This design comes from an exercise in tuning for small area, a short achievable clock period and few clock cycles per item on the open sky130 flow, not from production work.
RTL that was checked went through simulation tests only; none was proved equivalent to the original.
Power is estimated from default activity; no workload was simulated.

==> inputs of build 38 <==
// axf_top
module axf_top (
        input  logic        clk,
        input  logic        rst_n,
        input  logic [5:0]  address_i,
        input  logic [31:0] data_in_i,
        input  logic [1:0]  data_write_n_i,
        output logic [31:0] data_out_o
);
        logic [15:0] a, b, d, e, tx, ty, x, y;
        logic [2:0]  ctrl;
        logic [7:0]  set;
        logic [7:0]  wr_sel;
        logic [15:0] wr_val;
        logic        start;
        logic        busy;
        logic [15:0] res_x, res_y;
        axf_regfile regfile_inst (
                .clk            (clk),
                .rst_n          (rst_n),
                .address_i      (address_i),
                .data_in_i      (data_in_i),
                .data_write_n_i (data_write_n_i),
                .a_o (a), .b_o (b), .d_o (d), .e_o (e),
                .tx_o (tx), .ty_o (ty), .x_o (x), .y_o (y),
                .set_o          (set),
                .ctrl_o         (ctrl),
                .wr_sel_o       (wr_sel),
                .wr_val_o       (wr_val),
                .start_o        (start)
  ...
==> module axf_engine, before the edit <==
module axf_engine (
        input  logic        clk,
        input  logic        rst_n,
        input  logic        start_i,
        input  logic [7:0]  wr_sel_i,        
        input  logic [15:0] wr_val_i,
        input  logic [15:0] a_i, b_i, d_i, e_i, tx_i, ty_i, x_i, y_i,
        input  logic [7:0]  set_i,           
        output logic        busy_o,
        output logic [15:0] res_x_o,
        output logic [15:0] res_y_o
);
        logic        op_sx_q, op_sy_q, op_x_q, op_y_q;
        logic        op_sx_d, op_sy_d, op_x_d, op_y_d;
        logic [15:0] opc_q, opv_q;               
        logic        k_tx_q, k_ty_q;             
        logic        sx_stale_q, sy_stale_q;     
        logic        sx_stale_d, sy_stale_d;
        logic [15:0] sx_q, sy_q;
        logic        busy_q, need_x_q;           
        logic        busy_d, need_x_d;
        logic [15:0] res_x_q, res_y_q;
        logic        wr_by, wr_dx, run;
        logic [7:0]  set_d;
        logic [15:0] c_reg, v_reg, opc_d, opv_d, op_k, mac_p;
        logic        c_new, v_new;
        assign wr_by = wr_sel_i[1] | wr_sel_i[7] | wr_sel_i[4];
        assign wr_dx = wr_sel_i[2] | wr_sel_i[6] | wr_sel_i[5];
        assign sx_stale_d = wr_by || (sx_stale_q && !op_sx_q);
        assign sy_stale_d = wr_dx || (sy_stale_q && !op_sy_q);
        assign busy_d     = busy_q ? !op_y_q : start_i;
        assign need_x_d   = busy_q ? (need_x_q && !op_x_q) : start_i;
        assign set_d      = set_i | wr_sel_i;
        assign run     = busy_d && !sx_stale_d && !sy_stale_d;
        assign op_sx_d = sx_stale_d;
        assign op_sy_d = !sx_stale_d && sy_stale_d;
        assign op_x_d  = run && need_x_d;
        assign op_y_d  = run && !need_x_d;
        assign c_reg = ({16{op_sx_d && set_d[1]}} & b_i) | ({16{op_sy_d && set_d[2]}} & d_i)
                     | ({16{op_x_d  && set_d[0]}} & a_i) | ({16{op_y_d  && set_d[3]}} & e_i);
        assign c_new = (op_sx_d && wr_sel_i[1]) || (op_sy_d && wr_sel_i[2])
                     || (op_x_d && wr_sel_i[0]) || (op_y_d && wr_sel_i[3]);
        assign opc_d = c_new ? wr_val_i : c_reg;
        assign v_reg = ({16{(op_sx_d || op_y_d) && set_d[7]}} & y_i)
                     | ({16{(op_sy_d || op_x_d) && set_d[6]}} & x_i);
        assign v_new = ((op_sx_d || op_y_d) && wr_sel_i[7]) || ((op_sy_d || op_x_d) && wr_sel_i[6]);
        assign opv_d = v_new ? wr_val_i : v_reg;
        always_ff @(posedge clk) begin
                opc_q <= opc_d;
                opv_q <= opv_d;
        end
        always_ff @(posedge clk or negedge rst_n) begin
                if (!rst_n) begin
                        op_sx_q    <= 1'b0;
                        op_sy_q    <= 1'b0;
                        op_x_q     <= 1'b0;
                        op_y_q     <= 1'b0;
                        k_tx_q     <= 1'b0;
                        k_ty_q     <= 1'b0;
                        sx_stale_q <= 1'b1;
                        sy_stale_q <= 1'b1;
                        busy_q     <= 1'b0;
                        need_x_q   <= 1'b0;
                end else begin
                        op_sx_q    <= op_sx_d;
                        op_sy_q    <= op_sy_d;
                        op_x_q     <= op_x_d;
                        op_y_q     <= op_y_d;
                        k_tx_q     <= op_sx_d && set_d[4];
                        k_ty_q     <= op_sy_d && set_d[5];
                        sx_stale_q <= sx_stale_d;
                        sy_stale_q <= sy_stale_d;
                        busy_q     <= busy_d;
                        need_x_q   <= need_x_d;
                end
        end
        assign op_k = ({16{k_tx_q}} & tx_i) | ({16{k_ty_q}} & ty_i)
                    | ({16{op_x_q}} & sx_q) | ({16{op_y_q}} & sy_q);
        axf_mac mac_inst (
                .c      (opc_q),
                .v      (opv_q),
                .k1     (op_k),
                .p      (mac_p)
        );
        always_ff @(posedge clk) begin
                if (op_sx_q) sx_q <= mac_p;
                if (op_sy_q) sy_q <= mac_p;
                if (op_x_q)  res_x_q <= mac_p;
                if (op_y_q)  res_y_q <= mac_p;
        end
        assign busy_o  = busy_q;
        assign res_x_o = res_x_q;
        assign res_y_o = res_y_q;
endmodule
make LEC_CHECK=0 CAP_MARGIN=20 CORE_MARGIN=2 CORE_UTILIZATION=30 CTS_BUF_LIST=sky130_fd_sc_hd__clkbuf_16 CTS_CLUSTER_DIAMETER=80 CTS_CLUSTER_SIZE=24 SETUP_SLACK_MARGIN=4.2 SLEW_MARGIN=20 finish   # period 10.0 ns
run.sh (not shown) runs the stock make flow with config.mk's settings and CLKGATE_MAP_FILE= SYNTH_SCRIPT=/design/flow/synth_recipe.tcl, a recipe that flattens the netlist after the stock synthesis.
==> inputs of trial 5, as changes to build 38 <==
--- a/flow/design.v
+++ b/flow/design.v
@@ -101,5 +101,6 @@
         logic        op_sx_q, op_sy_q, op_x_q, op_y_q;
         logic        op_sx_d, op_sy_d, op_x_d, op_y_d;
-        logic [15:0] opc_q, opv_q;               
+        logic [3:0]  c_sel_q;                    
+        logic [1:0]  v_sel_q;                    
         logic        k_tx_q, k_ty_q;             
         logic        sx_stale_q, sy_stale_q;     
@@ -111,6 +112,5 @@
         logic        wr_by, wr_dx, run;
         logic [7:0]  set_d;
-        logic [15:0] c_reg, v_reg, opc_d, opv_d, op_k, mac_p;
-        logic        c_new, v_new;
+        logic [15:0] opc, opv, op_k, mac_p;
         assign wr_by = wr_sel_i[1] | wr_sel_i[7] | wr_sel_i[4];
         assign wr_dx = wr_sel_i[2] | wr_sel_i[6] | wr_sel_i[5];
@@ -125,17 +125,17 @@
         assign op_x_d  = run && need_x_d;
         assign op_y_d  = run && !need_x_d;
-        assign c_reg = ({16{op_sx_d && set_d[1]}} & b_i) | ({16{op_sy_d && set_d[2]}} & d_i)
-                     | ({16{op_x_d  && set_d[0]}} & a_i) | ({16{op_y_d  && set_d[3]}} & e_i);
-        assign c_new = (op_sx_d && wr_sel_i[1]) || (op_sy_d && wr_sel_i[2])
-                     || (op_x_d && wr_sel_i[0]) || (op_y_d && wr_sel_i[3]);
-        assign opc_d = c_new ? wr_val_i : c_reg;
-        assign v_reg = ({16{(op_sx_d || op_y_d) && set_d[7]}} & y_i)
-                     | ({16{(op_sy_d || op_x_d) && set_d[6]}} & x_i);
-        assign v_new = ((op_sx_d || op_y_d) && wr_sel_i[7]) || ((op_sy_d || op_x_d) && wr_sel_i[6]);
-        assign opv_d = v_new ? wr_val_i : v_reg;
-        always_ff @(posedge clk) begin
-                opc_q <= opc_d;
-                opv_q <= opv_d;
+        always_ff @(posedge clk or negedge rst_n) begin
+                if (!rst_n) begin
+                        c_sel_q <= '0;
+                        v_sel_q <= '0;
+                end else begin
+                        c_sel_q <= {op_y_d && set_d[3], op_x_d && set_d[0],
+                                    op_sy_d && set_d[2], op_sx_d && set_d[1]};
+                        v_sel_q <= {(op_sy_d || op_x_d) && set_d[6], (op_sx_d || op_y_d) && set_d[7]};
+                end
         end
+        assign opc = ({16{c_sel_q[0]}} & b_i) | ({16{c_sel_q[1]}} & d_i)
+                   | ({16{c_sel_q[2]}} & a_i) | ({16{c_sel_q[3]}} & e_i);
+        assign opv = ({16{v_sel_q[0]}} & y_i) | ({16{v_sel_q[1]}} & x_i);
         always_ff @(posedge clk or negedge rst_n) begin
                 if (!rst_n) begin
@@ -166,6 +166,6 @@
                     | ({16{op_x_q}} & sx_q) | ({16{op_y_q}} & sy_q);
         axf_mac mac_inst (
-                .c      (opc_q),
-                .v      (opv_q),
+                .c      (opc),
+                .v      (opv),
                 .k1     (op_k),
                 .p      (mac_p)
--- a/flow/config.mk
+++ b/flow/config.mk
@@ -12,4 +12,4 @@
 export CTS_CLUSTER_DIAMETER = 80
 export CTS_CLUSTER_SIZE = 24
-export SETUP_SLACK_MARGIN = 4.2
+export SETUP_SLACK_MARGIN = 4.5
 export SLEW_MARGIN = 20
==> qor summary <==
| metric | build 38 | trial 5 |
|---|---|---|
| Max transition margin | 0.2848 | 0.4405 |
| Clock Latency Late Sink | 0.49 ns | 0.50 ns |
| Number of instances resized during post-cts repair | 82 | 165 |
| Total number of nets in the final design | 1563 | 1613 |
| Status | complete, no violations | complete, no violations |
| Worst-path fanout max | 9 | 8 |
| Proportion of synthesized flip-flops having asynchronous set or reset | 0.08943 | 0.1273 |
| Worst VDD drop | 477.7 uV | 568.6 uV |
| Die Ht | 233.0 um | 225.3 um |
| Kind of capture point of the worst setup path | output pin | register |
| Int Pwr | 3.437 mW | 3.286 mW |
| Via count of the first global-routing pass | 9984 | 10298 |
| Post CTS Setup Buffer Count | 7 | 62 |
| Switching pwr | 2.566 mW | 2.274 mW |
| Basic-gate share of the synthesized area counting and, or, nand and nor cells | 0.1145 | 0.09882 |
| Clock network area share | 0.02363 | 0.02120 |
| Adder-cell area share of the yosys netlist | 0.2593 | 0.2782 |
| Count of clock-net buffers in the final layout | 14 | 13 |
| Number of instances in the placed design | 1957 | 1879 |
Testbench counts of build 38, summed over its fixed seeds: cycles 9,504, transforms 1,152.
Only the layout flow was run in trial 5; the RTL was not checked for function there.

==> afterwards: timing with drivers on the ports <==
How much do the figures lean on ideal ports? The routed layouts below were timed once more, with nothing changed but the port constraints. Step 1 sets driving cells, clkbuf_16 on the clock port and buf_2 on the other inputs (assumed; they add their load-dependent delay and slew). Step 2 moves the port delays by t, midway between the first and last clock arrival at a register: inputs arrive t later, outputs are due t later. That takes back most of the time a late clock gives input paths. a / b / c = ideal / step 1 / step 2; a / b = the first two.
run | t, ns | setup slack, ns | worst hold slack (ns)
build 38 | 0.530 | 4.316 / 4.292 / 4.292 | 0.456 / 0.456 / 0.456
trial 5 | 0.526 | 3.955 / 3.955 / 3.955 | 0.453 / 0.453 / 0.453
After both steps every run listed still meets setup and hold. The setup slack of build 38, which loses most, moves by -0.024 ns with the drivers and by -0.024 ns with both steps.
